Background: an optimization exercise with open tools, aiming at small area, a short achievable clock period and few clock cycles. Do not read the settings as production practice.
At most, simulation tests tie the RTL to the original design; equivalence was not proved.
Only the layout flow was run in runs 3 and 4; the RTL was not checked for function there.
Power is estimated from default activity; no workload was simulated.

## flow/config.mk

```make
export PLATFORM = sky130hd
export DESIGN_NAME = bp_unit
export DESIGN_NICKNAME = bp_unit
export VERILOG_FILES = /design/flow/design.v
export SDC_FILE = /design/flow/constraint.sdc
export NUM_CORES = 4
export LEC_CHECK = 0
export ABC_CLOCK_PERIOD_IN_PS = 2500
export CAP_MARGIN = 20
export CORE_MARGIN = 2
export CORE_UTILIZATION = 40
export SETUP_SLACK_MARGIN = 2.6
export SLEW_MARGIN = 20
```

## flow/constraint.sdc

```tcl
create_clock -name core_clock -period 5.0 [get_ports {clk}]
set_input_delay 1.0000 -clock core_clock [delete_from_list [all_inputs] [get_ports {clk}]]
set_output_delay 1.0000 -clock core_clock [all_outputs]
set_load 0.01 [all_outputs]
```

## flow/design.v

```verilog
`default_nettype none
package bp_pkg;
    localparam int PHT_SIZE    = 128;
    localparam int PHT_INDEX_W = $clog2(PHT_SIZE);
    localparam int PC_W = 32;
    localparam int CTR_W = 2;
    localparam logic [CTR_W-1:0] CTR_INIT = 2'd1;
    localparam int STAT_W = 16;
    typedef enum logic [6:0] {
        kind_br   = 7'b1100011,
        kind_jal  = 7'b1101111,
        kind_jalr = 7'b1100111
    } br_kind_t;
    typedef enum logic [1:0] {
        st_idle   = 2'd0,
        st_lookup = 2'd1,
        st_read   = 2'd2,
        st_ack    = 2'd3
    } hs_state_t;
endpackage
`default_nettype wire
`timescale 1ns/1ps
`default_nettype none
import bp_pkg::*;
module bp_index_stage (
    input  logic                           clk,
    input  logic                           rst,
    input  logic                           pred_req,
    input  logic [bp_pkg::PC_W-1:0]        pred_pc,
    input  logic [bp_pkg::PHT_INDEX_W-1:0] ghr,
    input  logic [bp_pkg::PHT_SIZE-1:0]    tk_bits,
    output logic                           pred_ack,
    output logic                           pred_taken,
    output logic [bp_pkg::PHT_INDEX_W-1:0] pred_index
);
    localparam int HALF = PHT_SIZE / 2;
    logic                   req_q;
    logic [PHT_INDEX_W-1:0] index;
    logic [1:0]             cand;
    assign index = pred_pc[PHT_INDEX_W+1:2] ^ ghr;
    always_ff @(posedge clk) begin
        if (rst) begin
            req_q <= 1'b0;
        end else begin
            req_q <= pred_req;
        end
    end
    assign pred_ack = pred_req & req_q;
    always_ff @(posedge clk) begin
        pred_index <= index;
        cand[0]    <= tk_bits[{1'b0, index[PHT_INDEX_W-2:0]}];
        cand[1]    <= tk_bits[{1'b1, index[PHT_INDEX_W-2:0]}];
    end
    assign pred_taken = pred_index[PHT_INDEX_W-1] ? cand[1] : cand[0];
endmodule
`default_nettype wire
`timescale 1ns/1ps
`default_nettype none
import bp_pkg::*;
module pht_table (
    input  logic                           clk,
    input  logic                           rst,
    input  logic [bp_pkg::PHT_INDEX_W-1:0] res_index,
    input  logic                           upd_en,
    input  logic [bp_pkg::PHT_INDEX_W-1:0] upd_index,
    input  logic                           upd_taken,
    output logic [bp_pkg::PHT_SIZE-1:0]    tk_bits
);
    localparam int HALF = PHT_SIZE / 2;
    logic [CTR_W-1:0] ctrs [PHT_SIZE];
    logic [CTR_W-1:0] cand_lo;
    logic [CTR_W-1:0] cand_hi;
    logic [CTR_W-1:0] old;
    logic [CTR_W-1:0] wdata;
    logic [7:0]       we_hi;
    logic [15:0]      we_lo;
    always_comb begin
        for (int i = 0; i < PHT_SIZE; i++) begin
            tk_bits[i] = ctrs[i][CTR_W-1];
        end
    end
    always_ff @(posedge clk) begin
        cand_lo <= ctrs[{1'b0, res_index[PHT_INDEX_W-2:0]}];
        cand_hi <= ctrs[{1'b1, res_index[PHT_INDEX_W-2:0]}];
    end
    assign old = upd_index[PHT_INDEX_W-1] ? cand_hi : cand_lo;
    assign wdata[1] = ~rst & ((old[1] & old[0]) | (upd_taken & (old[1] | old[0])));
    assign wdata[0] =  rst | ((old[1] & ~old[0]) | (upd_taken & (old[1] | ~old[0])));
    always_comb begin
        for (int j = 0; j < 8; j++) begin
            we_hi[j] = rst | (upd_en & (upd_index[6:4] == j[2:0]));
        end
        for (int k = 0; k < 16; k++) begin
            we_lo[k] = rst | (upd_index[3:0] == k[3:0]);
        end
    end
    always_ff @(posedge clk) begin
        for (int i = 0; i < PHT_SIZE; i++) begin
            if (we_hi[i/16] & we_lo[i%16]) begin
                ctrs[i] <= wdata;
            end
        end
    end
endmodule
`default_nettype wire
`timescale 1ns/1ps
`default_nettype none
import bp_pkg::*;
module bp_resolve_stage (
    input  logic                           clk,
    input  logic                           rst,
    input  logic                           res_req,
    input  bp_pkg::br_kind_t               res_kind,
    input  logic [bp_pkg::PHT_INDEX_W-1:0] res_index,
    input  logic                           res_taken,
    output logic                           res_ack,
    output logic [bp_pkg::PHT_INDEX_W-1:0] ghr,
    output logic                           upd_en,
    output logic [bp_pkg::PHT_INDEX_W-1:0] upd_index,
    output logic                           upd_taken,
    output logic                           stat_en,
    output logic                           is_br,
    output logic                           is_jal,
    output logic                           is_jalr
);
    logic rdy;
    logic req_q;
    always_ff @(posedge clk) begin
        if (rst) begin
            rdy   <= 1'b0;
            req_q <= 1'b0;
        end else begin
            rdy   <= 1'b1;
            req_q <= res_req;
        end
    end
    assign res_ack = res_req & rdy;
    assign is_br   = (res_kind == kind_br);
    assign is_jal  = (res_kind == kind_jal);
    assign is_jalr = (res_kind == kind_jalr);
    assign stat_en = res_req & ~req_q;
    always_ff @(posedge clk) begin
        if (rst) begin
            upd_en <= 1'b0;
        end else begin
            upd_en <= stat_en & is_br;
        end
        upd_index <= res_index;
        upd_taken <= res_taken;
    end
    always_ff @(posedge clk) begin
        if (rst) begin
            ghr <= '0;
        end else if (upd_en) begin
            ghr <= {ghr[PHT_INDEX_W-2:0], upd_taken};
        end
    end
endmodule
`default_nettype wire
`timescale 1ns/1ps
`default_nettype none
import bp_pkg::*;
module mispredict_stats (
    input  logic                      clk,
    input  logic                      rst,
    input  logic                      stat_en,
    input  logic                      is_br,
    input  logic                      is_jal,
    input  logic                      is_jalr,
    input  logic                      stat_miss,
    output logic [bp_pkg::STAT_W-1:0] br_total,
    output logic [bp_pkg::STAT_W-1:0] br_missed,
    output logic [bp_pkg::STAT_W-1:0] jal_total,
    output logic [bp_pkg::STAT_W-1:0] jal_missed,
    output logic [bp_pkg::STAT_W-1:0] jalr_total,
    output logic [bp_pkg::STAT_W-1:0] jalr_missed
);
    logic [5:0]        inc;
    logic [STAT_W-1:0] cnt  [6];
    logic [STAT_W-1:0] carry [6];
    assign inc[0] = stat_en & is_br;
    assign inc[1] = stat_en & is_br & stat_miss;
    assign inc[2] = stat_en & is_jal;
    assign inc[3] = stat_en & is_jal & stat_miss;
    assign inc[4] = stat_en & is_jalr;
    assign inc[5] = stat_en & is_jalr & stat_miss;
    always_comb begin
        for (int c = 0; c < 6; c++) begin
            carry[c][0] = 1'b1;
            for (int i = 1; i < STAT_W; i++) begin
                carry[c][i] = carry[c][i-1] & cnt[c][i-1];
            end
        end
    end
    always_ff @(posedge clk) begin
        for (int c = 0; c < 6; c++) begin
            cnt[c] <= {STAT_W{~rst}} & (cnt[c] ^ ({STAT_W{inc[c]}} & carry[c]));
        end
    end
    assign br_total    = cnt[0];
    assign br_missed   = cnt[1];
    assign jal_total   = cnt[2];
    assign jal_missed  = cnt[3];
    assign jalr_total  = cnt[4];
    assign jalr_missed = cnt[5];
endmodule
`default_nettype wire
`timescale 1ns/1ps
`default_nettype none
import bp_pkg::*;
module bp_unit (
    input  logic                           clk,
    input  logic                           rst,
    input  logic                           pred_req,
    input  logic [bp_pkg::PC_W-1:0]        pred_pc,
    output logic                           pred_ack,
    output logic                           pred_taken,
    output logic [bp_pkg::PHT_INDEX_W-1:0] pred_index,
    input  logic                           res_req,
    input  bp_pkg::br_kind_t               res_kind,
    input  logic [bp_pkg::PHT_INDEX_W-1:0] res_index,
    input  logic                           res_taken,
    input  logic                           res_mispred,
    output logic                           res_ack,
    output logic [bp_pkg::STAT_W-1:0]      br_total,
    output logic [bp_pkg::STAT_W-1:0]      br_missed,
    output logic [bp_pkg::STAT_W-1:0]      jal_total,
    output logic [bp_pkg::STAT_W-1:0]      jal_missed,
    output logic [bp_pkg::STAT_W-1:0]      jalr_total,
    output logic [bp_pkg::STAT_W-1:0]      jalr_missed
);
    logic [PHT_INDEX_W-1:0] ghr;
    logic                   upd_en;
    logic [PHT_INDEX_W-1:0] upd_index;
    logic                   upd_taken;
    logic                   stat_en;
    logic                   is_br;
    logic                   is_jal;
    logic                   is_jalr;
    logic [PHT_SIZE-1:0]    tk_bits;
    bp_index_stage index_stage (
        .clk          (clk),
        .rst          (rst),
        .pred_req     (pred_req),
        .pred_pc      (pred_pc),
        .ghr          (ghr),
        .tk_bits      (tk_bits),
        .pred_ack     (pred_ack),
        .pred_taken   (pred_taken),
        .pred_index   (pred_index)
    );
    pht_table pht (
        .clk          (clk),
        .rst          (rst),
        .res_index    (res_index),
        .upd_en       (upd_en),
        .upd_index    (upd_index),
        .upd_taken    (upd_taken),
        .tk_bits      (tk_bits)
    );
    bp_resolve_stage resolve_stage (
        .clk          (clk),
        .rst          (rst),
        .res_req      (res_req),
        .res_kind     (res_kind),
        .res_index    (res_index),
        .res_taken    (res_taken),
        .res_ack      (res_ack),
        .ghr          (ghr),
        .upd_en       (upd_en),
        .upd_index    (upd_index),
        .upd_taken    (upd_taken),
        .stat_en      (stat_en),
        .is_br        (is_br),
        .is_jal       (is_jal),
        .is_jalr      (is_jalr)
    );
    mispredict_stats stats (
        .clk          (clk),
        .rst          (rst),
        .stat_en      (stat_en),
        .is_br        (is_br),
        .is_jal       (is_jal),
        .is_jalr      (is_jalr),
        .stat_miss    (res_mispred),
        .br_total     (br_total),
        .br_missed    (br_missed),
        .jal_total    (jal_total),
        .jal_missed   (jal_missed),
        .jalr_total   (jalr_total),
        .jalr_missed  (jalr_missed)
    );
endmodule
`default_nettype wire
```

## flow/run.sh

```bash
#!/bin/bash
# synth_recipe.tcl (not shown) runs the flow's synth.tcl, then flattens the netlist and writes it again
# the make line also repeats each setting of config.mk as NAME=value (left out here)
make -C /OpenROAD-flow-scripts/flow DESIGN_CONFIG=/design/flow/config.mk WORK_HOME=/design/flow/orfs CLKGATE_MAP_FILE= SYNTH_SCRIPT=/design/flow/synth_recipe.tcl finish
```

==> results of run 1 <==
-- state kept, by name, summed over array words and instances (netlist names) --
| name | count |
|---|---|
| resolve_stage.upd_index | 7 |
| resolve_stage.req_q | 1 |
| resolve_stage.ghr | 7 |
| index_stage.req_q | 1 |
| pht.cand_lo | 2 |
| index_stage.cand | 2 |
| pht.ctrs | 256 |
| stats.cnt | 96 |
| resolve_stage.upd_taken | 1 |
| resolve_stage.upd_en | 1 |
| resolve_stage.rdy | 1 |
| index_stage.pred_index | 7 |
| pht.cand_hi | 2 |
-- layout by cell type, fill, tap and decap left out, drive strengths merged, types with 18 or more instances in the layout --
cell / synthesis / routed
a21oi: 55 / 56
a221oi: 19 / 19
a22oi: 33 / 33
a31oi: 23 / 23
and3: 21 / 21
buf: 44 / 114
clkbuf: 40 / 69
dfxtp: 128 / 128
dlygate4sd2: 0 / 103
edfxtp: 256 / 256
inv: 22 / 20
mux2: 20 / 20
mux2i: 18 / 18
mux4: 34 / 34
nand2: 51 / 51
nand3: 34 / 34
nand4: 27 / 27
nor2: 248 / 248
nor2b: 31 / 31
o21ai: 24 / 26
xnor2: 41 / 41
xor2: 48 / 48
-- metal layers --
metal	vias to the layer above	wire [um]	global-route usage [%]
li1	5739	-	-
met4	0	3615	16.12
met5	-	0	0
met2	934	27170	41.42
met1	6571	23680	34.50
met3	223	6873	6.795
-- cells by family (layout without fill, tap and decap cells) --
group / count (synthesis) / count (layout)
and+or+nand+nor: 513 / 514
AOI/OAI and AO/OA: 241 / 244
buffers and inverters: 108 / 335
adders and majority gates: 6 / 6
xor gates and xnor gates: 89 / 89
DFF: 384 / 384
muxes: 72 / 72
-- final cells by class --
cell class	instances	area share, %
clock inverters	12	0.7350
flip-flops and latches	384	47.08
well taps	539	3.095
clock buffers	63	5.656
inverters	24	0.4651
repair buffers	236	11.09
multi-input cells	925	31.88
-- cell usage after synthesis, types with 5 or more instances --
| cell type | n | area, um2 |
|---|---|---|
| and4b_1 | 7 | 70.07 |
| buf_6 | 5 | 56.30 |
| ha_1 | 6 | 75.07 |
| mux2_2 | 20 | 225.2 |
| mux4_2 | 34 | 765.7 |
| xor2_1 | 48 | 420.4 |
| a22o_1 | 12 | 105.1 |
| a21oi_1 | 55 | 275.3 |
| or3_1 | 6 | 37.54 |
| and3_1 | 21 | 131.4 |
| nor3_1 | 15 | 75.07 |
| dfxtp_1 | 128 | 2562 |
| a22oi_1 | 33 | 247.7 |
| o21ai_0 | 24 | 120.1 |
| nor2_1 | 248 | 930.9 |
| a32o_1 | 11 | 110.1 |
| a31oi_1 | 23 | 143.9 |
| and2_1 | 15 | 93.84 |
| mux2i_1 | 18 | 180.2 |
| and4_1 | 6 | 52.55 |
| nand3_1 | 34 | 170.2 |
| buf_4 | 5 | 37.54 |
| a32oi_1 | 8 | 70.07 |
| buf_1 | 11 | 41.29 |
| nand3b_1 | 5 | 37.54 |
| nand2_1 | 51 | 191.4 |
| nor2b_1 | 30 | 187.7 |
| a211oi_1 | 6 | 45.04 |
| edfxtp_1 | 256 | 7687 |
| a221oi_1 | 18 | 157.7 |
| xnor2_1 | 40 | 350.3 |
| buf_2 | 23 | 115.1 |
| o2111ai_1 | 5 | 43.79 |
| clkbuf_1 | 40 | 150.1 |
| inv_1 | 22 | 82.58 |
| nor3b_1 | 7 | 52.55 |
| nand4_1 | 27 | 168.9 |
-- repair_timing --
item | in CTS | in global routing
pin swaps | 28 | 28
hold endpoints to repair | 0 | 0
endpoints found under the setup margin | 283 | 98
cloned | 9 | 4
gates resized for setup | 246 | 57
setup buffers | 38 | 15
-- power by group --
part	switching [mW]	internal [mW]	total, mW	leakage [nW]
registers	0.0926	3.61	3.70	3.41
clock network	1.30	1.86	3.16	0.689
logic	0.519	0.302	0.821	3.92
-- worst register-to-register path: cells and delay by family, from the launching register on --
family	cells	cell delay, ns
AND/OR/NAND/NOR	1	0.20
multiplexers	1	0.43
AO/OA/AOI/OAI	1	0.81
flip-flops	1	0.55
-- final timing paths --
check	startpoint	end	slack, ns	depth (start not counted)
max	pred_pc[2]	index_stage.cand[0]	2.50	8
min	resolve_stage.ghr[6]	index_stage.pred_index[6]	0.46	1
max reg2reg	resolve_stage.upd_index[6]	pht.ctrs[90][0]	2.65	3
min reg2reg	resolve_stage.ghr[6]	index_stage.pred_index[6]	0.46	1
==> flow_summary.toml, run 1 <==
[outcome]
status = "no timing/DRC/antenna violations"

[finish]
drive_gt1_share_pct = 21.41
stdcell_count = 2183
num_antenna_cells = 0
n_fill_cell = 3646
multiInputGateArea_um2 = 6947
area_delta_synth_final_pct = 27.19
seqCellArea_um2 = 10260
fin_util_pct = 51.71
fin_nets = 1671
final_area_um2 = 21790

[worst_setup_path]
path_class = "input pin to flop"
cp-end-kind = "flop"
critPathBufInv = 2
path_delay_family = "compound AO/OA/AOI/OAI gates"
worstPathArrival_ns = 2.97
cp.required_ns = 5.46
max_stage_delay_ns = 0.51
path_max_fanout = 7
path_cells = "clkbuf_2, xnor2_4, buf_12, mux4_2, a22oi_2, and3_4, a31oi_1, a211o_1"
crit_slowest_cell = "mux4_2"
critPathLaunchType = "input pin"

[routing]
wl_per_cell_um = 28.10
drt.antenna.violating_nets = 0
drtIter0Drc = 1641
via_count = 13470
drc = 0
drt_first_pass_iters = 7
drt-total-wl_mm = 61.33
avgViaCountPerCell = 6.169

[timing]
clock-skew-final_ns = 0.02054
setup_viol = 0
worst_pin_slew_ns = 1.190
slew_viol_final = 0
timing.final.ws_setup_ns = 2.495
finalHoldViolations = 0
rsz0062_at_grt = "yes"
slew_headroom_pct = 20.65
whs_ns = 0.4620
finalSetupTns_ns = 0
period_minus_slack_ns = 2.505
fmax_mhz = 399.2
min_period_over_period_pct = 50.10

[die]
ios = 158
die_area_um2 = 44500
start_util_pct = 40.66
die_x_um = 210.9
coreArea_um2 = 42130
rows = 75
die_h_um = 210.9

[flow_run]
maxCapViolCount = 0

[place]
place_congestion = 0.9631
hpwl_mm = 37.77
dpl.cell_count = 2042
dp_slack_ns = 1.170
placed_cell_area_um2 = 19220
numPortBuffers = 132

[clock_network]
cts.sinks = 384
cts_root_buf = "clkbuf_16"
cts_inserted_buffers = 42
clk_path_buf_depth = 3
cts_max_level = 2
path_clk_slew_ns = 0.06
postCtsHoldBufs = 0
cts_tree = "done"
clock_insertion_delay_worst_skew_ns = 0.58

[logic_synthesis]
synth_flop_cell = "edfxtp_1"
synth_top_family_by_area = "simple AND/OR/NAND/NOR gates"
synthesis.instances = 1413
synthArstFlopShare_pct = 0
synthesis.nets = 1471
syn_avg_cell_area_um2 = 12.12
yosys.area_share.simple_pct = 15.33
synthMuxAreaShare_pct = 6.837
synthXorXnorAreaFrac_pct = 4.594
ys_seq_area_share_pct = 59.83
synth_fa_ha_area_share_pct = 0.4382
ys_warn_count = 7
syn_area_um2 = 17130
synth-compound-area-share_pct = 10.10
yosys_register_bits = 384
synth_edf_count = 256
ys_types = 82

[pwr]
p_leak_nw = 8.013
power_mw = 7.684
powerDensity_nw_per_um2 = 352.6
irDropWorstVdd_mv = 0.2703

[global_route]
gr-total-overflow = 0
antenna_found_initial = 1
grt_util_all_layers_pct = 26.96
grt_pass1_vias = 13130
grt_max_degree = 84
grt_pass1_wl_mm = 87.31

[worst_hold_path]
hp-class = "flop to flop"
Testbench counts, summed over its fixed seeds: cycles 60,000.
==> run 2: changes to the inputs <==
--- a/flow/config.mk
+++ b/flow/config.mk
@@ -11,2 +11,5 @@
 export CORE_UTILIZATION = 40
+export CTS_BUF_LIST = sky130_fd_sc_hd__clkbuf_16
+export CTS_CLUSTER_DIAMETER = 80
+export CTS_CLUSTER_SIZE = 22
 export SETUP_SLACK_MARGIN = 2.6
==> run 2 against run 1 <==
Non-clock buffer count down 2. Combinational power barely moved. Die area unchanged. Critical path type unchanged. Count of clock-buffer cells in the layout is 38 lower. Setup slack lost 0.041 ns. Still clean. Flip-flop and latch count is the same. First-iteration DRC count grew 1.1%. Largest cell class unchanged. Register-to-register slack better by 0.04 ns. Largest power group unchanged.
==> flow_summary.toml, run 2 <==
[pwr]
irDropWorstVdd_mv = 0.2297
p_int_mw = 4.881
power_mw = 6.666
combinationalPowerShare_pct = 12.3
powerDensity_nw_per_um2 = 314.6
p_leak_nw = 7.744
power_frac_clock_pct = 32.4
seq_power_share_pct = 55.4
switching_share_pct = 26.78
p_switching_mw = 1.785

[clock_network]
cts_max_level = 1
path_clk_slew_ns = 0.09
cts_root_buf = "clkbuf_16"
clock_insertion_delay_worst_skew_ns = 0.58
cts_inserted_buffers = 25
clk_path_buf_depth = 3
cts_tree = "done"
cts.sinks = 384

[worst_setup_path]
path_max_fanout = 14
path_class = "input pin to flop"
path_cells = "buf_16, buf_12, inv_1, nand3_1, a2111oi_0, o31ai_1, a31oi_1"
critPathLaunchType = "input pin"
cp-end-kind = "flop"
r2r-end = "pht.ctrs[37][0]"
max_stage_delay_ns = 0.66
r2r_cells = 4
crit_slowest_cell = "a2111oi_0"
timing.rr.start = "resolve_stage.upd_index[6]"
r2r_slack_ns = 2.69
worstPathArrival_ns = 3.03
cp.required_ns = 5.48

[timing]
rsz0062_at_grt = "yes"
fmax_mhz = 392.7
worst_pin_slew_ns = 1.167
clock-skew-final_ns = 0.01842
min_period_over_period_pct = 50.92
slew_viol_final = 0
finalHoldViolations = 0
finalSetupTns_ns = 0
slew_headroom_pct = 21.98
setup_viol = 0
period_minus_slack_ns = 2.546

[routing]
drtIter0Drc = 1659
drc = 0
via_count = 13380
drt.antenna.violating_nets = 0
avgViaCountPerCell = 6.220
drt_first_pass_iters = 8
wl_per_cell_um = 28.17
drt-total-wl_mm = 60.59

[global_route]
grt_pass1_vias = 12910
gr-total-overflow = 0
grt_util_all_layers_pct = 26.38
grt_max_degree = 84
antenna_found_initial = 1
grt_pass1_wl_mm = 85.87

[logic_synthesis]
synthesis.instances = 1413
synth_top_area_cell = "edfxtp_1"
synth_edf_count = 256
ys_types = 82
ys_warn_count = 7
synthArstFlopShare_pct = 0
yosysMostFrequentCell = "edfxtp_1"
syn_avg_cell_area_um2 = 12.12
yosys_register_bits = 384
synth_flop_cell = "edfxtp_1"
synth_top_area_share_pct = 44.88
synthTopCellsByCount = "256 x edfxtp_1, 248 x nor2_1, 128 x dfxtp_1, 55 x a21oi_1, 51 x nand2_1"
ys_seq_area_share_pct = 59.83
synthesis.nets = 1471
synthTopCellsByArea = "edfxtp_1 45%, dfxtp_1 15%, nor2_1 5.4%, mux4_2 4.5%, xor2_1 2.5%"
syn_area_um2 = 17130

[finish]
largest-register = "pht.ctrs"
most-common-layout-cells = "256 x edfxtp_1, 244 x nor2_1, 108 x dfxtp_1, 103 x dlygate4sd2_1, 72 x buf_4"
drive_gt1_share_pct = 21.09
largest_reg_flops = 256
fin_nets = 1652
seqCellArea_um2 = 10270
mostFrequentLayoutCell = "edfxtp_1"
area_delta_synth_final_pct = 23.71
reg.largest.list = "pht.ctrs (256), stats.cnt (96)"
num_antenna_cells = 0
fin_util_pct = 50.30
multiInputGateArea_um2 = 6930
n_fill_cell = 3703

[place]
hpwl_mm = 37.77
numPortBuffers = 132
place_congestion = 0.9631

[worst_hold_path]
hold_path_startpoint = "resolve_stage.ghr[6]"
hp-class = "flop to flop"
hold-path-endpoint = "index_stage.pred_index[6]"
worstHoldPathCells = 1

[die]
start_util_pct = 40.66
die_h_um = 210.9
die_area_um2 = 44500
ios = 158
coreArea_um2 = 42130
die_x_um = 210.9
rows = 75

[flow_run]
maxCapViolCount = 0

[outcome]
status = "no timing/DRC/antenna violations"
==> run 2: cell counts after synthesis <==
Identical to the previous run, type by type.
==> run 2: critical path: cells and delay by family <==
family | cells | cell delay, ns
buffers and inverters | 3 | 0.70
AOI/OAI and AO/OA | 3 | 1.16
and+or+nand+nor | 1 | 0.14
==> run 2: timing repair <==
| action | in CTS | in global routing |
|---|---|---|
| gates resized for setup | 264 | 61 |
| cloned | 10 | 4 |
| pin swaps | 31 | 28 |
| hold buffers | 0 | 0 |
| setup endpoints to repair | 277 | 105 |
| setup buffers | 34 | 16 |
==> run 2: kinds of logic after synthesis <==
| family | after synthesis | synth area share (%) |
|---|---|---|
| flops | 384 | 59.83 |
| mux | 72 | 6.837 |
| xor+xnor | 89 | 4.594 |
| fa+ha+maj | 6 | 0.4382 |
| compound gates | 241 | 10.10 |
| buf+inv | 108 | 2.863 |
| simple gates | 513 | 15.33 |
==> run 2: worst max-delay path by stage <==
stage                       startpoint             endpoint  slack [ns]  depth (start not counted)
after floorplan                    rst       pht.ctrs[0][1]        1.97                          4
after global placement      pred_pc[2]  index_stage.cand[0]        1.13                          7
after detailed placement    pred_pc[2]  index_stage.cand[0]        1.17                          7
after CTS                   pred_pc[2]  index_stage.cand[0]        2.44                          8
after global routing        pred_pc[2]  index_stage.cand[0]        2.51                          8
final                     res_index[0]       pht.cand_lo[0]        2.45                          7
==> run 2: area by class of cell <==
type                       instances  share of cell area, %
sequential                       384                  48.49
multi-input combinational        925                  32.70
timing repair buffer             234                  11.44
tap                              539                  3.182
clock buffer                      25                  2.952
clock inverter                    20                 0.7557
inverter                          24                 0.4782
==> run 2: through the flow <==
stage / setup WS [ns] / instances / cell area [um2] / hold slack (ns)
3_3_place_gp: 1.135 / 2042 / 19210 / 0.4641
3_5_place_dp: 1.170 / 2042 / 19220 / 0.4569
6_report: 2.454 / 2151 / 21190 / 0.4598
4_1_cts: 2.440 / 2131 / 20730 / 0.4689
5_1_grt: 2.508 / 2151 / 21190 / 0.4964
2_1_floorplan: 1.974 / 1413 / 17230 / 0.4301
==> run 2: metal layers <==
layer | track usage (%) | wire length (um)
met1 | 34.56 | 22970
met2 | 40.92 | 26780
met3 | 5.620 | 6872
met4 | 14.59 | 3970
met5 | 0 | 7
==> run 2: power by group through the flow <==
stage / sequential [mW] / clock [mW] / combinational (mW)
6_report: 3.69 / 2.16 / 0.818
5_1_grt: 3.70 / 2.29 / 0.847
4_1_cts: 3.68 / 2.18 / 0.752
3_5_place_dp: 3.75 / 0 / 0.667
3_3_place_gp: 3.76 / 0 / 0.659
2_1_floorplan: 3.71 / 0 / 0.398
==> run 3: changes to the inputs <==
--- a/flow/design.v
+++ b/flow/design.v
@@ -35,6 +35,6 @@
 );
-    localparam int HALF = PHT_SIZE / 2;
     logic                   req_q;
     logic [PHT_INDEX_W-1:0] index;
-    logic [1:0]             cand;
+    logic [3:0]             cand;
+    logic [3:0]             sel;
     assign index = pred_pc[PHT_INDEX_W+1:2] ^ ghr;
@@ -50,6 +50,8 @@
         pred_index <= index;
-        cand[0]    <= tk_bits[{1'b0, index[PHT_INDEX_W-2:0]}];
-        cand[1]    <= tk_bits[{1'b1, index[PHT_INDEX_W-2:0]}];
-    end
-    assign pred_taken = pred_index[PHT_INDEX_W-1] ? cand[1] : cand[0];
+        for (int q = 0; q < 4; q++) begin
+            cand[q] <= tk_bits[{q[1:0], index[PHT_INDEX_W-3:0]}];
+            sel[q]  <= (index[PHT_INDEX_W-1:PHT_INDEX_W-2] == q[1:0]);
+        end
+    end
+    assign pred_taken = |(cand & sel);
 endmodule
@@ -68,6 +70,4 @@
 );
-    localparam int HALF = PHT_SIZE / 2;
     logic [CTR_W-1:0] ctrs [PHT_SIZE];
-    logic [CTR_W-1:0] cand_lo;
-    logic [CTR_W-1:0] cand_hi;
+    logic [CTR_W-1:0] cand [4];
     logic [CTR_W-1:0] old;
@@ -82,6 +82,7 @@
     always_ff @(posedge clk) begin
-        cand_lo <= ctrs[{1'b0, res_index[PHT_INDEX_W-2:0]}];
-        cand_hi <= ctrs[{1'b1, res_index[PHT_INDEX_W-2:0]}];
-    end
-    assign old = upd_index[PHT_INDEX_W-1] ? cand_hi : cand_lo;
+        for (int q = 0; q < 4; q++) begin
+            cand[q] <= ctrs[{q[1:0], res_index[PHT_INDEX_W-3:0]}];
+        end
+    end
+    assign old = cand[upd_index[PHT_INDEX_W-1:PHT_INDEX_W-2]];
     assign wdata[1] = ~rst & ((old[1] & old[0]) | (upd_taken & (old[1] | old[0])));
--- a/flow/config.mk
+++ b/flow/config.mk
@@ -11,5 +11,4 @@
 export CORE_UTILIZATION = 40
-export CTS_BUF_LIST = sky130_fd_sc_hd__clkbuf_16
-export CTS_CLUSTER_DIAMETER = 80
-export CTS_CLUSTER_SIZE = 22
+export CTS_BUF_LIST = sky130_fd_sc_hd__clkbuf_8
+export CTS_CLUSTER_SIZE = 30
 export SETUP_SLACK_MARGIN = 2.6
==> run 3 against run 2 <==
Highest routed layer unchanged. Non-clock buffer count is 26 lower. Final cell count is 4.6% higher. Hold slack better by 0.040 ns.
==> flow_summary.toml, run 3 <==
[worst_hold_path]
hp-class = "flop to flop"

[place]
numPortBuffers = 132
place_congestion = 0.9839
dp_slack_ns = 1.349
hpwl_mm = 38.17

[finish]
area_delta_synth_final_pct = 24.04
largest-register = "pht.ctrs"
drive_gt1_share_pct = 18.95
reg.largest.list = "pht.ctrs (256), stats.cnt (96), pht.cand (8)"
mostFrequentLayoutCell = "edfxtp_1"
n_fill_cell = 3772
fin_nets = 1717
most-common-layout-cells = "256 x edfxtp_1, 250 x nor2_1, 124 x dfxtp_1, 108 x dlygate4sd2_1, 89 x nand2_1"
largest_reg_flops = 256

[routing]
drt.antenna.violating_nets = 0
drc = 0
via_count = 13540
wl_per_cell_um = 26.25
drtIter0Drc = 1713
drt-total-wl_mm = 59.09
avgViaCountPerCell = 6.017
drt_first_pass_iters = 6

[logic_synthesis]
synth_flop_cell = "edfxtp_1"
synthesis.nets = 1512
synthesis.instances = 1454
syn_area_um2 = 17070
synth_edf_count = 256
yosys_register_bits = 394
synthTopCellsByArea = "edfxtp_1 45%, dfxtp_1 16%, nor2_1 5.8%, mux4_2 3.7%, xor2_1 2.4%"
ys_seq_area_share_pct = 61.23
syn_avg_cell_area_um2 = 11.74
ys_warn_count = 8
yosysMostFrequentCell = "nor2_1"
synthTopCellsByCount = "262 x nor2_1, 256 x edfxtp_1, 138 x dfxtp_1, 94 x nand2_1, 61 x nand3_1"
synth_top_area_share_pct = 45.04
synth_top_area_cell = "edfxtp_1"
ys_types = 72
synthArstFlopShare_pct = 0

[clock_network]
clock_insertion_delay_worst_skew_ns = 0.63
cts_root_buf = "clkbuf_8"
cts_max_level = 3
cts_inserted_buffers = 69
clk_path_buf_depth = 3
cts_tree = "done"
cts.sinks = 394
path_clk_slew_ns = 0.06
postCtsHoldBufs = 0

[pwr]
powerDensity_nw_per_um2 = 354.9
p_leak_nw = 7.976
seq_power_share_pct = 51.5
power_frac_clock_pct = 38.1
p_switching_mw = 1.979
switching_share_pct = 26.34
combinationalPowerShare_pct = 10.3
irDropWorstVdd_mv = 0.1571
p_int_mw = 5.533

[timing]
setup_viol = 0
finalHoldViolations = 0
clock-skew-final_ns = 0.05339
min_period_over_period_pct = 49.49
worst_pin_slew_ns = 1.149
rsz0062_at_grt = "yes"
finalSetupTns_ns = 0
slew_headroom_pct = 23.38
fmax_mhz = 404.1
timing.final.ws_setup_ns = 2.526
slew_viol_final = 0
period_minus_slack_ns = 2.474

[worst_setup_path]
cp.required_ns = 5.52
cp-end-kind = "flop"
path_class = "input pin to flop"
path_max_fanout = 18
critPathLaunchType = "input pin"
worstPathArrival_ns = 2.99

[die]
die_x_um = 210.6
ios = 158
die_h_um = 210.6
die_area_um2 = 44330
coreArea_um2 = 42040
rows = 75
start_util_pct = 40.60

[global_route]
gr-total-overflow = 0
grt_pass1_vias = 13010
grt_pass1_wl_mm = 85.12
grt_util_all_layers_pct = 26.17
antenna_found_initial = 3
grt_max_degree = 129

[flow_run]
maxCapViolCount = 0

[outcome]
status = "no timing/DRC/antenna violations"
-- run 3: critical path, stage by stage --
cell and delay [ns]:
clkdlybuf4s15_2 0.27, buf_12 0.20, nand3b_1 0.26, buf_4 0.21
nor2_1 0.44, a22oi_1 0.20, nand3_1 0.14, nor4b_2 0.06
a21oi_1 0.17
-- run 3: kinds of logic (layout without fill, tap and decap cells) --
group                      after synthesis  count (layout)  share of synthesized area (%)
AOI/OAI and AO/OA                      207             208                          8.277
xor gates and xnor gates                84              84                          4.311
DFF                                    394             394                          61.23
and+or+nand+nor                        588             588                          16.58
adders and majority gates                6               6                         0.4399
other                                    0               2                              0
muxes                                   78              78                          6.759
buffers and inverters                   97             352                          2.397
-- run 3: metrics by stage --
stage                     cell area (um2)  hold WS (ns)  cells  utilization, %  power [mW]
after floorplan                     17310        0.4513   1454               -       4.281
after global placement              19310        0.4675   2092           45.94       4.621
after detailed placement            19310        0.4821   2092           45.94       4.628
after CTS                           20940        0.4945   2238           49.80       7.517
after global routing                21170        0.5060   2250           50.35       7.732
final                               21170        0.4995   2251           50.35       7.512
-- run 3: layout make-up --
| type | instances | area, um2 | share of cell area [%] |
|---|---|---|---|
| multi-input cells | 964 | 6666 | 31.49 |
| repair buffers | 208 | 1954 | 9.232 |
| flip-flops and latches | 394 | 10470 | 49.46 |
| diodes | 2 | 5.005 | 0.02364 |
| clock buffers | 78 | 1074 | 5.071 |
| inverters | 22 | 93.84 | 0.4433 |
| clock inverters | 44 | 231.5 | 1.093 |
| well taps | 539 | 674.4 | 3.186 |
-- run 3: power groups by stage --
stage	Combinational (mW)	Sequential, mW	Clock [mW]
after CTS	0.736	3.86	2.92
after detailed placement	0.702	3.93	0
final	0.776	3.87	2.87
after global routing	0.808	3.88	3.05
after floorplan	0.411	3.87	0
after global placement	0.693	3.93	0
-- run 3: routing by layer --
| metal | vias to the layer above | track usage [%] | share of wire, % |
|---|---|---|---|
| met1 | 6685 | 34.59 | 39 |
| li1 | 5796 | - | - |
| met5 | - | 0 | 0.054 |
| met4 | 4 | 12.17 | 5.0 |
| met2 | 852 | 39.65 | 45 |
| met3 | 207 | 7.762 | 11 |
-- run 3: what timing repair did --
item | 4_1_cts | 5_1_grt
gates cloned | 3 | 1
gates resized for setup | 190 | 45
setup endpoints to repair | 282 | 206
pin swaps | 13 | 4
buffers inserted | 21 | 9
-- run 3: worst paths after layout --
kind | startpoint | to | slack, ns | cells after the start
worst max-delay path | res_index[3] | pht.cand[2][1] | 2.53 | 9
worst min-delay path | pht.ctrs[32][0] | pht.cand[1][0] | 0.50 | 1
worst max register to register | resolve_stage.upd_index[6] | pht.ctrs[59][1] | 2.72 | 4
worst min register to register | pht.ctrs[32][0] | pht.cand[1][0] | 0.50 | 1
==> run 4: changes to the inputs <==
==> flow/flow/run.sh (new file) <==
#!/bin/bash
# The standard layout (standard.sh), with plain buf_2 cells as the port
# buffers instead of the delay cells buffer_ports picks by default.
set -euo pipefail
export BUFFER_PORTS_ARGS="-buffer_cell sky130_fd_sc_hd__buf_2"
bash standard.sh > standard.log 2>&1
==> flow/standard.sh (new file) <==
#!/bin/bash
# synth_recipe.tcl (not shown) runs the flow's synth.tcl, then flattens the netlist and writes it again
# the make line also repeats each setting of config.mk as NAME=value (left out here)
make -C /OpenROAD-flow-scripts/flow DESIGN_CONFIG=/design/flow/config.mk WORK_HOME=/design/flow/orfs CLKGATE_MAP_FILE= SYNTH_SCRIPT=/design/flow/synth_recipe.tcl "${@:-finish}"
removed: flow/run.sh
==> run 4 against run 3 <==
Flip-flop and latch count unchanged. Largest power group unchanged. Total power down 1.8%. Sequential share of layout area increased by 2.3 points. Die area is the same. Global-route usage is 0.66 points lower. Register-to-register slack got worse by 0.09 ns. Count of clock-buffer cells in the layout down 5. Synthesized cell count unchanged. Critical path type unchanged. Largest cell class unchanged.
==> flow_summary.toml, run 4 <==
[outcome]
status = "no timing/DRC/antenna violations"

[worst_setup_path]
critPathLaunchType = "input pin"
path_max_fanout = 52
max_stage_delay_ns = 0.80
cp-end-kind = "flop"
path_class = "input pin to flop"
path_cells = "buf_2, buf_12, nor2_1, buf_4, nand4_1, o2111ai_1, a2111oi_2, a21oi_1"
worstPathArrival_ns = 3.06
cp.required_ns = 5.54
crit_slowest_cell = "nor2_1"

[logic_synthesis]
synth_edf_count = 256
syn_avg_cell_area_um2 = 11.74
yosys.area_share.simple_pct = 16.58
synthTopCellsByArea = "edfxtp_1 45%, dfxtp_1 16%, nor2_1 5.8%, mux4_2 3.7%, xor2_1 2.4%"
ys_seq_area_share_pct = 61.23
synth_fa_ha_area_share_pct = 0.4399
synthMuxAreaShare_pct = 6.760
synthXorXnorAreaFrac_pct = 4.311
synth_flop_cell = "edfxtp_1"
synthesis.instances = 1454
synth-compound-area-share_pct = 8.277
synthTopCellsByCount = "262 x nor2_1, 256 x edfxtp_1, 138 x dfxtp_1, 94 x nand2_1, 61 x nand3_1"
ys_warn_count = 8
synthesis.nets = 1512
yosys_register_bits = 394
ys_types = 72
synth_top_family_by_area = "simple AND/OR/NAND/NOR gates"
synthArstFlopShare_pct = 0
syn_area_um2 = 17070
synth_top_area_share_pct = 45.04
synth_top_area_cell = "edfxtp_1"
yosysMostFrequentCell = "nor2_1"

[worst_hold_path]
hp-class = "flop to flop"

[pwr]
irDropWorstVdd_mv = 0.2751
powerDensity_nw_per_um2 = 365.3
p_leak_nw = 7.440

[timing]
clock-skew-final_ns = 0.03221
whs_ns = 0.4933
rsz0062_at_grt = "yes"
finalSetupTns_ns = 0
min_period_over_period_pct = 50.50
worst_pin_slew_ns = 1.176
finalHoldViolations = 0
period_minus_slack_ns = 2.525
fmax_mhz = 396.1
slew_headroom_pct = 21.57
setup_viol = 0
slew_viol_final = 0

[die]
coreArea_um2 = 42040
rows = 75
die_h_um = 210.6
start_util_pct = 40.60
die_x_um = 210.6
ios = 158
die_area_um2 = 44330

[clock_network]
cts.sinks = 394
cts_inserted_buffers = 68
cts_tree = "done"
clock_insertion_delay_worst_skew_ns = 0.62
cts_root_buf = "clkbuf_8"
path_clk_slew_ns = 0.06
cts_max_level = 3
clk_path_buf_depth = 3

[global_route]
antenna_found_initial = 1
gr-total-overflow = 0
grt_max_degree = 129
met2_usage_pct = 37.75
grt_pass1_wl_mm = 82.79
use_met1_pct = 34.88
grt_use_met3_pct = 5.945
grt_util_all_layers_pct = 25.51
grt_pass1_vias = 12750
grt.busiest_layer = "met2"

[routing]
wl_per_cell_um = 25.81
via_count = 13260
drt-total-wl_mm = 57.26
avgViaCountPerCell = 5.976
drtIter0Drc = 1935
drc = 0
drt.antenna.violating_nets = 0
drt_first_pass_iters = 7

[finish]
final_area_um2 = 20210
area_delta_synth_final_pct = 18.39
fin_util_pct = 48.06
most-common-layout-cells = "256 x edfxtp_1, 253 x nor2_1, 138 x dfxtp_1, 127 x buf_2, 92 x nand2_1"
largest-register = "pht.ctrs"
drive_gt1_share_pct = 22.54
mostFrequentLayoutCell = "edfxtp_1"
fin_nets = 1682
largest_reg_flops = 256
multiInputGateArea_um2 = 6556
n_fill_cell = 3870
reg.largest.list = "pht.ctrs (256), stats.cnt (96), pht.cand (8)"
seqCellArea_um2 = 10450

[place]
numPortBuffers = 132
hpwl_mm = 36.92
placed_cell_area_um2 = 18620
place_congestion = 0.9667

[flow_run]
maxCapViolCount = 0
## run 4: cell counts after synthesis
No cell type changed its count.
## run 4: path summary, 6_finish.rpt
check / start / endpoint / slack [ns] / depth (start not counted)
max: res_index[4] / pht.cand[3][0] / 2.48 / 8
min: pht.ctrs[64][0] / pht.cand[2][0] / 0.49 / 2
max reg2reg: resolve_stage.ghr[1] / index_stage.cand[1] / 2.63 / 5
min reg2reg: pht.ctrs[64][0] / pht.cand[2][0] / 0.49 / 2
## run 4: power breakdown
group          total [mW]  switching [mW]  internal [mW]
combinational       0.729           0.507          0.223
sequential           3.87           0.111           3.76
clock                2.79            1.33           1.45
total                7.38            1.95           5.43
## run 4: critical path: cells and delay by family
family	cells	cell delay (ns)
simple gates	2	0.93
buf+inv	3	0.65
compound gates	3	0.45
## run 4: final cells by class
class	instances	share of cell area (%)
Sequential cell	394	51.72
Multi-Input combinational cell	963	32.45
Timing Repair Buffer	175	5.722
Clock buffer	73	4.972
Tap cell	539	3.338
Clock inverter	50	1.338
Inverter	22	0.4273
Antenna cell	3	0.03715
## run 4: per-layer routing
layer	vias to the layer above	routed length, um	share of wire, %
met3	195	6155	11
li1	5741	-	-
met1	6535	22810	40
met5	-	0	0
met2	789	25060	44
met4	0	3239	5.7
## run 4: per-stage QoR
step | cells | power, mW | setup slack (ns)
2_1_floorplan | 1454 | 4.281 | 2.119
3_3_place_gp | 2086 | 4.602 | 1.388
3_5_place_dp | 2086 | 4.608 | 1.361
4_1_cts | 2212 | 7.401 | 2.605
5_1_grt | 2217 | 7.623 | 2.507
6_report | 2219 | 7.381 | 2.475
## run 4: cell families after synthesis
group	Yosys count
DFF	394
muxes	78
adders and majority gates	6
buffers and inverters	97
xor gates and xnor gates	84
and+or+nand+nor	588
AOI/OAI and AO/OA	207
## run 4: repair_timing
item,4_1_cts,5_1_grt
setup buffers,3,2
endpoints found under the setup margin,29,18
resized for setup,40,18
hold buffers,0,0
pin swaps,2,3
gates cloned,0,2
==> run 5: changes to the inputs <==
--- a/flow/design.v
+++ b/flow/design.v
@@ -37,4 +37,3 @@
     logic [PHT_INDEX_W-1:0] index;
-    logic [3:0]             cand;
-    logic [3:0]             sel;
+    logic [1:0]             half_tk;
     assign index = pred_pc[PHT_INDEX_W+1:2] ^ ghr;
@@ -50,8 +49,8 @@
         pred_index <= index;
-        for (int q = 0; q < 4; q++) begin
-            cand[q] <= tk_bits[{q[1:0], index[PHT_INDEX_W-3:0]}];
-            sel[q]  <= (index[PHT_INDEX_W-1:PHT_INDEX_W-2] == q[1:0]);
-        end
-    end
-    assign pred_taken = |(cand & sel);
+        for (int h = 0; h < 2; h++) begin
+            half_tk[h] <= (index[PHT_INDEX_W-1] == h[0]) &
+                          tk_bits[{h[0], index[PHT_INDEX_W-2:0]}];
+        end
+    end
+    assign pred_taken = |half_tk;
 endmodule
--- a/flow/config.mk
+++ b/flow/config.mk
@@ -13,3 +13,3 @@
 export CTS_CLUSTER_SIZE = 30
-export SETUP_SLACK_MARGIN = 2.6
+export SETUP_SLACK_MARGIN = 2.9
 export SLEW_MARGIN = 20
==> run 5 against run 4 <==
Cell area up 11%. Largest power group unchanged. Still clean. Final cell count increased by 1.8%. Maximum frequency grew 6.8%.
==> flow_summary.toml, run 5 <==
[outcome]
status = "no timing/DRC/antenna violations"

[timing]
period_minus_slack_ns = 2.364
finalSetupTns_ns = 0
fmax_mhz = 423.0
worst_pin_slew_ns = 1.077
finalHoldViolations = 0
slew_headroom_pct = 28.23
min_period_over_period_pct = 47.29
clock-skew-final_ns = 0.04525
slew_viol_final = 0
setup_viol = 0
rsz0062_at_grt = "yes"

[worst_setup_path]
path_class = "input pin to flop"
critPathBufInv = 1
critPathLaunchType = "input pin"
crit_slowest_cell = "or3_4"
max_stage_delay_ns = 0.44
cp-end-kind = "flop"
cp.required_ns = 5.52
path_max_fanout = 4
path_cells = "buf_6, nand4b_4, or3_4, nor4_4, and3_4, nand3_4, or3_4, a21oi_2"
path_common_cell = "or3_4"
path_delay_family = "simple AND/OR/NAND/NOR gates"
worstPathArrival_ns = 2.88

[clock_network]
cts.sinks = 388
path_clk_slew_ns = 0.06
cts_inserted_buffers = 66
postCtsHoldBufs = 0
clk_path_buf_depth = 3
cts_tree = "done"
cts_max_level = 3
clock_insertion_delay_worst_skew_ns = 0.62
cts_root_buf = "clkbuf_8"

[global_route]
grt_pass1_vias = 12870
grt_pass1_wl_mm = 81.67
grt_util_all_layers_pct = 26.76
grt_max_degree = 88
gr-total-overflow = 0
antenna_found_initial = 3

[logic_synthesis]
ys_seq_area_share_pct = 64.64
yosysMostFrequentCell = "nor2_1"
synthesis.nets = 1356
synth_edf_count = 256
synthesis.instances = 1298
ys_warn_count = 8
synth_top_area_cell = "edfxtp_1"
synthTopCellsByArea = "edfxtp_1 48%, dfxtp_1 17%, nor2_1 6.3%, mux4_2 3.7%, xor2_1 2.9%"
yosys_register_bits = 388
synthArstFlopShare_pct = 0
syn_avg_cell_area_um2 = 12.31
synth_flop_cell = "edfxtp_1"
syn_area_um2 = 15980
synth_top_area_share_pct = 48.11
synthTopCellsByCount = "269 x nor2_1, 256 x edfxtp_1, 132 x dfxtp_1, 88 x nand2_1, 58 x nand3_1"
ys_types = 45

[finish]
reg.largest.list = "pht.ctrs (256), stats.cnt (96), pht.cand (8)"
most-common-layout-cells = "256 x edfxtp_1, 241 x nor2_1, 175 x buf_4, 96 x buf_6"
mostFrequentLayoutCell = "edfxtp_1"
drive_gt1_share_pct = 42.53
fin_util_pct = 56.59
largest_reg_flops = 256
n_fill_cell = 3178
area_delta_synth_final_pct = 40.06
largest-register = "pht.ctrs"
fin_nets = 1738

[flow_run]
maxCapViolCount = 0

[routing]
drt.antenna.violating_nets = 0
drc = 0
wl_per_cell_um = 25.15
drtIter0Drc = 1417
wl_met2_mm = 25.34
top_layer_used = "met5"
wl_met3_mm = 6.416
avgViaCountPerCell = 5.835
met1Wirelength_mm = 21.76
drt_first_pass_iters = 6
via_count = 13190
drt-total-wl_mm = 56.83

[die]
start_util_pct = 40.41
rows = 73
die_x_um = 203.9
coreArea_um2 = 39550
ios = 158
die_h_um = 203.9
die_area_um2 = 41570

[pwr]
irDropWorstVdd_mv = 0.1838
p_leak_nw = 8.444
powerDensity_nw_per_um2 = 331.4

[worst_hold_path]
hp-class = "flop to flop"

[place]
numPortBuffers = 132
place_congestion = 0.9501
hpwl_mm = 33.53
==> run 5: repair_timing <==
action / CTS / global route
setup buffers: 120 / 58
setup endpoints to repair: 526 / 372
cloned: 4 / 3
pin swaps: 43 / 69
resized for setup: 301 / 98
==> run 5: worst paths after layout <==
kind	startpoint	to	slack, ns	depth (start not counted)
max	res_kind[4]	stats.cnt[3][15]	2.64	8
min reg2reg	pht.ctrs[32][0]	pht.cand[1][0]	0.47	1
max reg2reg	resolve_stage.upd_index[0]	pht.ctrs[68][1]	2.83	3
min	pht.ctrs[32][0]	pht.cand[1][0]	0.47	1
==> run 5: stage by stage <==
step | hold slack [ns] | setup slack [ns] | area (um2) | total power [mW] | instances
after floorplan | 0.4392 | 2.119 | 16550 | 4.171 | 1298
after global placement | 0.4506 | 1.745 | 17950 | 4.433 | 1951
after detailed placement | 0.4555 | 1.707 | 17990 | 4.450 | 1952
after CTS | 0.4532 | 2.669 | 21410 | 7.367 | 2197
after global routing | 0.4768 | 2.551 | 22380 | 7.649 | 2258
final | 0.4686 | 2.636 | 22380 | 7.417 | 2260
==> run 5: cells by family after synthesis <==
logic type	count (synthesis)	share of synthesized area, %
multiplexers	33	4.103
XOR/XNOR	92	5.042
adder cells (fa/ha/maj)	6	0.4698
buffers and inverters	56	1.425
AO/OA/AOI/OAI	177	8.409
flip-flops	388	64.64
AND/OR/NAND/NOR	546	15.91
==> run 5: metal layers <==
layer	up-vias	GRT usage (%)
met1	6447	34.64
met5	-	0
met3	207	7.478
met4	2	14.62
met2	869	40.72
li1	5663	-
==> run 5: layout make-up <==
class | instances | area (um2) | area share [%]
Tap cell | 525 | 656.9 | 2.935
Clock buffer | 75 | 1032 | 4.612
Sequential cell | 388 | 10550 | 47.12
Inverter | 17 | 76.32 | 0.3410
Antenna cell | 2 | 5.005 | 0.02236
Timing Repair Buffer | 350 | 3203 | 14.31
Clock inverter | 46 | 286.5 | 1.280
Multi-Input combinational cell | 857 | 6576 | 29.38
==> run 5: worst reg2reg max path, delay by kind of cell (launching register included) <==
kind,cells,cell delay [ns]
AOI/OAI and AO/OA,1,0.86
and+or+nand+nor,2,0.44
DFF,1,0.57
==> run 5: where the power goes <==
part | switching, mW | leakage [nW] | internal, mW
logic | 0.484 | 4.16 | 0.271
clock network | 1.32 | 0.771 | 1.54
registers | 0.116 | 3.51 | 3.69
Testbench counts of run 5, summed over its fixed seeds: cycles 60,000.
==> run 6: changes to the inputs <==
--- a/flow/config.mk
+++ b/flow/config.mk
@@ -13,3 +13,3 @@
 export CTS_CLUSTER_SIZE = 30
-export SETUP_SLACK_MARGIN = 2.9
+export SETUP_SLACK_MARGIN = 2.3
 export SLEW_MARGIN = 20
==> run 6 against run 5 <==
Still clean on timing, DRC and antenna. Sequential share of layout area up 7.3 points. Global-route usage down 2.1 points. Flip-flop and latch count unchanged. Total power down 3.1%. Register-to-register slack worse by 0.41 ns. Critical path depth up 1. Highest routed layer unchanged.
==> flow_summary.toml, run 6 <==
[outcome]
status = "no timing/DRC/antenna violations"

[worst_setup_path]
critPathLaunchType = "input pin"
timing.rr.start = "resolve_stage.ghr[2]"
worstPathArrival_ns = 3.24
cp.required_ns = 5.55
r2r_slack_ns = 2.42
r2r_cells = 7
cp-end-kind = "flop"
path_class = "input pin to flop"
path_max_fanout = 9
r2r-end = "index_stage.half_tk[1]"

[timing]
finalHoldViolations = 0
timing.final.ws_setup_ns = 2.317
rsz0062_at_grt = "no"
slew_viol_final = 0
fmax_mhz = 372.8
period_minus_slack_ns = 2.683
clock-skew-final_ns = 0.02043
worst_pin_slew_ns = 1.238
finalSetupTns_ns = 0
slew_headroom_pct = 17.15
setup_viol = 0
min_period_over_period_pct = 53.65

[worst_hold_path]
hold-path-endpoint = "resolve_stage.upd_index[5]"
hold_path_startpoint = "res_index[5]"
worstHoldPathCells = 1
hp-class = "input pin to flop"

[logic_synthesis]
synthArstFlopShare_pct = 0
ys_warn_count = 8
synthesis.nets = 1356
synth_flop_cell = "edfxtp_1"
synth_top_area_share_pct = 48.11
ys_types = 45
syn_avg_cell_area_um2 = 12.31
ys_seq_area_share_pct = 64.64
synthTopCellsByArea = "edfxtp_1 48%, dfxtp_1 17%, nor2_1 6.3%, mux4_2 3.7%, xor2_1 2.9%"
yosys_register_bits = 388
syn_area_um2 = 15980
synth_top_area_cell = "edfxtp_1"
synthesis.instances = 1298
yosysMostFrequentCell = "nor2_1"
synthTopCellsByCount = "269 x nor2_1, 256 x edfxtp_1, 132 x dfxtp_1, 88 x nand2_1, 58 x nand3_1"
synth_edf_count = 256

[clock_network]
cts_inserted_buffers = 68
cts_tree = "done"
clk_path_buf_depth = 3
path_clk_slew_ns = 0.06
cts_root_buf = "clkbuf_8"
cts.sinks = 388
clock_insertion_delay_worst_skew_ns = 0.64
cts_max_level = 3

[routing]
drt.antenna.violating_nets = 0
drt_first_pass_iters = 5
via_count = 12050
drtIter0Drc = 1500
avgViaCountPerCell = 5.783
drt-total-wl_mm = 50.89
wl_per_cell_um = 24.42
drc = 0

[finish]
largest-register = "pht.ctrs"
drive_gt1_share_pct = 21.79
reg.largest.list = "pht.ctrs (256), stats.cnt (96), pht.cand (8)"
area_delta_synth_final_pct = 18.77
mostFrequentLayoutCell = "nor2_1"
most-common-layout-cells = "263 x nor2_1, 256 x edfxtp_1, 132 x dfxtp_1, 131 x buf_2, 88 x nand2_1"
fin_nets = 1560
n_fill_cell = 3613
largest_reg_flops = 256

[die]
ios = 158
rows = 73
coreArea_um2 = 39550
start_util_pct = 40.41
die_x_um = 203.9
die_area_um2 = 41570
die_h_um = 203.9

[flow_run]
maxCapViolCount = 0

[global_route]
grt_util_all_layers_pct = 24.63
gr-total-overflow = 0
grt_max_degree = 106
antenna_found_initial = 4
grt_pass1_wl_mm = 74.49
grt_pass1_vias = 11710

[pwr]
p_leak_nw = 6.980
powerDensity_nw_per_um2 = 378.6
irDropWorstVdd_mv = 0.2306

[place]
hpwl_mm = 33.59
dp_slack_ns = 1.233
place_congestion = 0.9405
numPortBuffers = 132
-- run 6: cell counts after synthesis --
No cell type changed its count.
-- run 6: area by class of cell --
| cell class | count | area, um2 | area share (%) |
|---|---|---|---|
| antenna | 3 | 7.507 | 0.03955 |
| clock buffer | 76 | 1046 | 5.511 |
| clock inverter | 48 | 257.7 | 1.358 |
| inverter | 17 | 66.31 | 0.3494 |
| multi-input combinational | 855 | 5637 | 29.70 |
| sequential | 388 | 10330 | 54.43 |
| tap | 525 | 656.9 | 3.461 |
| timing repair buffer | 172 | 978.4 | 5.155 |
-- run 6: logic make-up after synthesis --
kind of cell / Yosys count / share of synthesized area (%)
buffers and inverters: 56 / 1.425
adders and majority gates: 6 / 0.4698
muxes: 33 / 4.103
xor gates and xnor gates: 92 / 5.042
and+or+nand+nor: 546 / 15.91
DFF: 388 / 64.64
AOI/OAI and AO/OA: 177 / 8.409
-- run 6: repair_timing --
action / 4_1_cts / 5_1_grt
hold buffers: 0 / 0
gates resized for setup: 1 / 7
buffers inserted: 3 / 1
hold endpoints to repair: 0 / 0
pin swaps: 2 / 2
setup endpoints to repair: 96 / 103
cloned: 1 / 0
-- run 6: metrics by stage --
stage | instance area (um2) | utilization (%) | hold WS, ns | instances | power [mW]
floorplan | 16080 | - | 0.4392 | 1298 | 4.153
global placement | 17570 | 44.42 | 0.4621 | 1950 | 4.418
detailed placement | 17600 | 44.49 | 0.4672 | 1952 | 4.426
CTS | 18940 | 47.88 | 0.4382 | 2080 | 7.215
global route | 18970 | 47.98 | 0.4468 | 2082 | 7.412
finish | 18980 | 47.99 | 0.4717 | 2084 | 7.185
-- run 6: worst max-delay path: stages --
cell and delay, ns:
buf_2 0.13, or2_2 0.40, nor2_1 0.75, buf_4 0.31, a22o_1 0.19, a221oi_1 0.06, nand4_1 0.19, nor3_1 0.06
nor2_1 0.14
-- run 6: power by group --
| group | internal (mW) | switching, mW | leakage [nW] |
|---|---|---|---|
| registers | 3.71 | 0.110 | 3.45 |
| logic | 0.163 | 0.407 | 2.77 |
| clock network | 1.46 | 1.33 | 0.759 |
| total | 5.34 | 1.85 | 6.98 |
-- run 6: metal layers --
metal  track usage, %  part of all wire [%]  routed length [um]
met5                0                 0.035                  18
met4            11.55                   4.4                2227
met3            8.402                    12                6043
met2            35.88                    44               22180
met1            33.05                    40               20420
-- run 6: how the worst max path moves through the flow --
stage	endpoint	from	slack [ns]
2_1_floorplan	pht.ctrs[0][1]	rst	2.12
3_3_place_gp	index_stage.half_tk[1]	pred_pc[2]	1.24
3_5_place_dp	index_stage.half_tk[1]	pred_pc[2]	1.23
4_1_cts	index_stage.half_tk[1]	pred_pc[3]	2.21
5_1_grt	index_stage.half_tk[1]	pred_pc[2]	2.32
6_report	pht.cand[2][1]	res_index[4]	2.32
==> run 7: changes to the inputs <==
--- a/flow/config.mk
+++ b/flow/config.mk
@@ -13,3 +13,3 @@
 export CTS_CLUSTER_SIZE = 30
-export SETUP_SLACK_MARGIN = 2.3
+export SETUP_SLACK_MARGIN = 2.6
 export SLEW_MARGIN = 20
==> run 7 against run 6 <==
Via count grew 1.1%. Die area is the same. Count of clock-buffer cells in the layout shrank 11. Area after synthesis is the same. Synthesized cell count stayed put. Hold slack worse by 0.0035 ns. Routed wire length rose by 2.5%. Maximum frequency increased by 11%.
==> flow_summary.toml, run 7 <==
[worst_hold_path]
hold-path-endpoint = "resolve_stage.upd_taken"
hp-class = "input pin to flop"
worstHoldPathCells = 1
hold_path_startpoint = "res_taken"

[logic_synthesis]
yosysMostFrequentCell = "nor2_1"
syn_area_um2 = 15980
ys_seq_area_share_pct = 64.64
synthTopCellsByCount = "269 x nor2_1, 256 x edfxtp_1, 132 x dfxtp_1, 88 x nand2_1, 58 x nand3_1"
synthTopCellsByArea = "edfxtp_1 48%, dfxtp_1 17%, nor2_1 6.3%, mux4_2 3.7%, xor2_1 2.9%"
synth_flop_cell = "edfxtp_1"
yosys_register_bits = 388
synth_top_area_cell = "edfxtp_1"
ys_warn_count = 8
synthesis.nets = 1356
synth_top_area_share_pct = 48.11
syn_avg_cell_area_um2 = 12.31
synthesis.instances = 1298
ys_types = 45
synth_edf_count = 256
synthArstFlopShare_pct = 0

[worst_setup_path]
timing.rr.start = "resolve_stage.ghr[4]"
cp-end-kind = "flop"
worstPathArrival_ns = 2.94
path_class = "input pin to flop"
r2r_slack_ns = 2.71
path_cells = "buf_2, xnor2_1, inv_1, nor3_2, a22oi_1, nand4_1, nor3_2, nor3_1"
r2r-end = "index_stage.half_tk[0]"
path_max_fanout = 5
path_common_cell = "nor3_2"
critPathLaunchType = "input pin"
cp.required_ns = 5.53
critPathBufInv = 2
path_delay_family = "simple AND/OR/NAND/NOR gates"
crit_slowest_cell = "nor3_2"
max_stage_delay_ns = 0.52
r2r_cells = 7
cp-startpoint = "pred_pc[6]"

[clock_network]
cts_inserted_buffers = 61
clk_path_buf_depth = 3
cts_root_buf = "clkbuf_8"
clock_insertion_delay_worst_skew_ns = 0.66
cts.sinks = 388
cts_tree = "done"
cts_max_level = 2
path_clk_slew_ns = 0.06
postCtsHoldBufs = 0

[global_route]
grt_max_degree = 86
gr-total-overflow = 0
grt_util_all_layers_pct = 24.87
grt_pass1_wl_mm = 75.77
grt_pass1_vias = 11760
antenna_found_initial = 4

[finish]
fin_util_pct = 48.82
largest-register = "pht.ctrs"
n_fill_cell = 3564
area_delta_synth_final_pct = 20.83
mostFrequentLayoutCell = "edfxtp_1"
most-common-layout-cells = "256 x edfxtp_1, 250 x nor2_1, 130 x dfxtp_1, 129 x buf_2, 80 x nand2_1"
reg.largest.list = "pht.ctrs (256), stats.cnt (96), pht.cand (8)"
drive_gt1_share_pct = 25.43
largest_reg_flops = 256
fin_nets = 1566
final_area_um2 = 19310

[routing]
drc = 0
drt_first_pass_iters = 6
wl_met3_mm = 6.407
avgViaCountPerCell = 5.844
drt.antenna.violating_nets = 0
wl_met2_mm = 22.14
top_layer_used = "met5"
met1Wirelength_mm = 21.07
via_count = 12190
wl_per_cell_um = 25.01
drtIter0Drc = 1415
drt-total-wl_mm = 52.15

[pwr]
irDropWorstVdd_mv = 0.2080
p_leak_nw = 7.076
powerDensity_nw_per_um2 = 366.9

[timing]
period_minus_slack_ns = 2.412
finalSetupTns_ns = 0
worst_pin_slew_ns = 1.158
fmax_mhz = 414.5
clock-skew-final_ns = 0.03529
min_period_over_period_pct = 48.25
finalHoldViolations = 0
slew_headroom_pct = 22.56
whs_ns = 0.4683
rsz0062_at_grt = "no"
setup_viol = 0
slew_viol_final = 0

[die]
die_x_um = 203.9
die_area_um2 = 41570
rows = 73
coreArea_um2 = 39550
die_h_um = 203.9
ios = 158
start_util_pct = 40.41

[flow_run]
maxCapViolCount = 0

[place]
hpwl_mm = 33.70
place_congestion = 0.9465
placed_cell_area_um2 = 17790
numPortBuffers = 132

[outcome]
status = "no timing/DRC/antenna violations"
## run 7: cell counts after synthesis
No cell type changed its count.
## run 7: per-stage QoR
step	cells	setup WS (ns)	power [mW]
floorplan	1298	2.119	4.157
global placement	1952	1.635	4.433
detailed placement	1956	1.642	4.454
CTS	2072	2.606	7.085
global route	2083	2.601	7.314
finish	2085	2.588	7.084
## run 7: repair_timing
action                                  in CTS  in global routing
gates cloned                                 2                  1
resized for setup                           28                 25
buffers inserted                             2                  9
pin swaps                                    2                  4
endpoints found under the setup margin     146                203
## run 7: layout make-up
| class | instances | area [um2] | share of cell area [%] |
|---|---|---|---|
| sequential | 388 | 10330 | 53.51 |
| multi-input combinational | 856 | 5912 | 30.62 |
| timing repair buffer | 184 | 1144 | 5.923 |
| clock buffer | 65 | 894.6 | 4.633 |
| tap | 525 | 656.9 | 3.402 |
| clock inverter | 47 | 290.3 | 1.503 |
| inverter | 17 | 71.32 | 0.3694 |
| antenna | 3 | 7.507 | 0.03888 |
## run 7: power breakdown
group	internal, mW	switching (mW)
sequential	3.71	0.110
clock	1.36	1.27
combinational	0.196	0.439
total	5.27	1.82
## run 7: worst max-delay path by stage
stage | depth (start not counted) | endpoint
after floorplan | 3 | pht.ctrs[0][1]
after global placement | 7 | pht.cand[2][0]
after detailed placement | 7 | pht.cand[2][0]
after CTS | 4 | pht.ctrs[114][0]
after global routing | 8 | pht.cand[0][0]
final | 8 | index_stage.half_tk[0]
## run 7: per-layer routing
metal,up-vias,track usage [%]
met2,806,35.98
met4,4,11.68
li1,5308,-
met3,187,7.844
met1,5880,33.97
met5,-,0
## run 7: cells by family after synthesis
family                     share of synthesized area, %
AOI/OAI and AO/OA                                 8.409
xor gates and xnor gates                          5.042
adders and majority gates                        0.4698
buffers and inverters                             1.425
DFF                                               64.64
muxes                                             4.103
and+or+nand+nor                                   15.91
==> run 8: changes to the inputs <==
--- a/flow/config.mk
+++ b/flow/config.mk
@@ -10,3 +10,3 @@
 export CORE_MARGIN = 2
-export CORE_UTILIZATION = 40
+export CORE_UTILIZATION = 55
 export CTS_BUF_LIST = sky130_fd_sc_hd__clkbuf_8
==> run 8 against run 7 <==
Still clean. Sequential share of layout area increased by 0.55 points. Final cell count decreased by 7.0%. Maximum frequency is 4.4% lower. Routed wire length is 4.8% lower. Clock power increased by 5%. Die area decreased by 27%. Utilization increased by 18 points. Total power increased by 1.2%. First-iteration DRC count grew 17%. Global-route usage up 7.9 points. Sequential power is essentially flat. Count of clock-buffer cells in the layout up 8. Critical endpoint is now pht.cand[0][0]. Largest cell class unchanged. Highest routed layer unchanged.
==> flow_summary.toml, run 8 <==
[logic_synthesis]
synthTopCellsByArea = "edfxtp_1 48%, dfxtp_1 17%, nor2_1 6.3%, mux4_2 3.7%, xor2_1 2.9%"
yosys_register_bits = 388
ys_seq_area_share_pct = 64.64
synth_top_area_share_pct = 48.11
synthesis.instances = 1298
synth_edf_count = 256
syn_area_um2 = 15980

[global_route]
grt_pass1_vias = 11750
antenna_found_initial = 3

[finish]
largest_reg_flops = 256
multiInputGateArea_um2 = 5947
most-common-layout-cells = "256 x edfxtp_1, 243 x nor2_1, 131 x dfxtp_1, 130 x buf_2, 81 x nand2_1"
largest-register = "pht.ctrs"
area_delta_synth_final_pct = 19.57
n_fill_cell = 2179
reg.largest.list = "pht.ctrs (256), stats.cnt (96), pht.cand (8)"
fin_nets = 1561

[worst_hold_path]
hp-class = "flop to flop"
worstHoldPathCells = 1

[clock_network]
path_clk_slew_ns = 0.07
clk_path_buf_depth = 3
cts_inserted_buffers = 67
cts_root_buf = "clkbuf_8"

[worst_setup_path]
critPathLaunchType = "input pin"
r2r_slack_ns = 2.61
timing.rr.start = "resolve_stage.upd_en"
max_stage_delay_ns = 0.63
cp-end-kind = "flop"

[die]
coreArea_um2 = 28630
die_h_um = 174.5
rows = 62
start_util_pct = 55.83

[routing]
via_count = 12220
drt-total-wl_mm = 49.64
drt_first_pass_iters = 6
wl_per_cell_um = 25.60
drtIter0Drc = 1651
avgViaCountPerCell = 6.304
drc = 0

[timing]
rsz0062_at_grt = "yes"
slew_headroom_pct = 26.56
worst_pin_slew_ns = 1.102
fmax_mhz = 396.4
timing.final.ws_setup_ns = 2.477
finalSetupTns_ns = 0

[pwr]
p_leak_nw = 7.076
powerDensity_nw_per_um2 = 375.2

[place]
dp_slack_ns = 1.376

[outcome]
status = "no timing/DRC/antenna violations"
-- run 8: stage by stage --
stage	hold slack [ns]	instances	instance area, um2	total power, mW
4_1_cts	0.4763	1931	18980	7.175
5_1_grt	0.5018	1937	19100	7.401
6_report	0.4735	1939	19110	7.170
3_5_place_dp	0.4583	1810	17530	4.421
3_3_place_gp	0.4564	1810	17520	4.416
2_1_floorplan	0.4392	1298	16250	4.157
-- run 8: power breakdown --
| group | internal (mW) | leakage (nW) | total [mW] | switching [mW] |
|---|---|---|---|---|
| clock | 1.50 | 0.738 | 2.77 | 1.27 |
| combinational | 0.169 | 2.89 | 0.583 | 0.414 |
| sequential | 3.71 | 3.45 | 3.82 | 0.109 |
| total | 5.38 | 7.08 | 7.17 | 1.79 |
-- run 8: area by class of cell --
type	count	share of cell area, %
inverters	17	0.3732
diodes	3	0.03929
clock buffers	73	5.258
repair buffers	174	5.232
multi-input cells	855	31.12
flip-flops and latches	388	54.07
clock inverters	45	1.395
well taps	384	2.514
-- run 8: how the worst max path moves through the flow --
stage | from | end | slack [ns] | cells past startpoint
finish | res_index[1] | pht.cand[0][0] | 2.48 | 7
global route | res_index[1] | pht.cand[0][0] | 2.49 | 8
CTS | res_index[2] | pht.cand[0][0] | 2.55 | 8
detailed placement | pred_pc[2] | index_stage.half_tk[1] | 1.38 | 8
global placement | pred_pc[2] | index_stage.half_tk[1] | 1.42 | 8
floorplan | rst | pht.ctrs[0][1] | 2.12 | 3
-- run 8: kinds of logic after synthesis --
group | share of synthesized area, %
compound gates | 8.409
xor+xnor | 5.042
fa+ha+maj | 0.4698
buf+inv | 1.425
flops | 64.64
mux | 4.103
simple gates | 15.91
-- run 8: per-layer routing --
metal | GRT usage [%] | wire length (um)
met5 | 0 | 13
met2 | 48.05 | 21410
met4 | 16.11 | 2988
met1 | 43.86 | 18600
met3 | 10.87 | 6636
-- run 8: timing repair --
item / in CTS / in global routing
pin swaps: 3 / 2
hold buffers: 0 / 0
buffers inserted: 3 / 4
setup endpoints to repair: 23 / 112
resized for setup: 40 / 18
cloned: 0 / 1
-- run 8: worst max-delay path, delay by kind of cell --
kind	cells	cell delay, ns
and+or+nand+nor	3	1.35
buffers and inverters	1	0.16
AOI/OAI and AO/OA	3	0.51

Setup slack of run 8, layout unchanged: 2.477 ns with ideal ports, 2.460 ns with driving cells assumed (clock clkbuf_16, inputs buf_2), 1.838 ns with port delays also shifted by the 0.623 ns mid clock arrival.
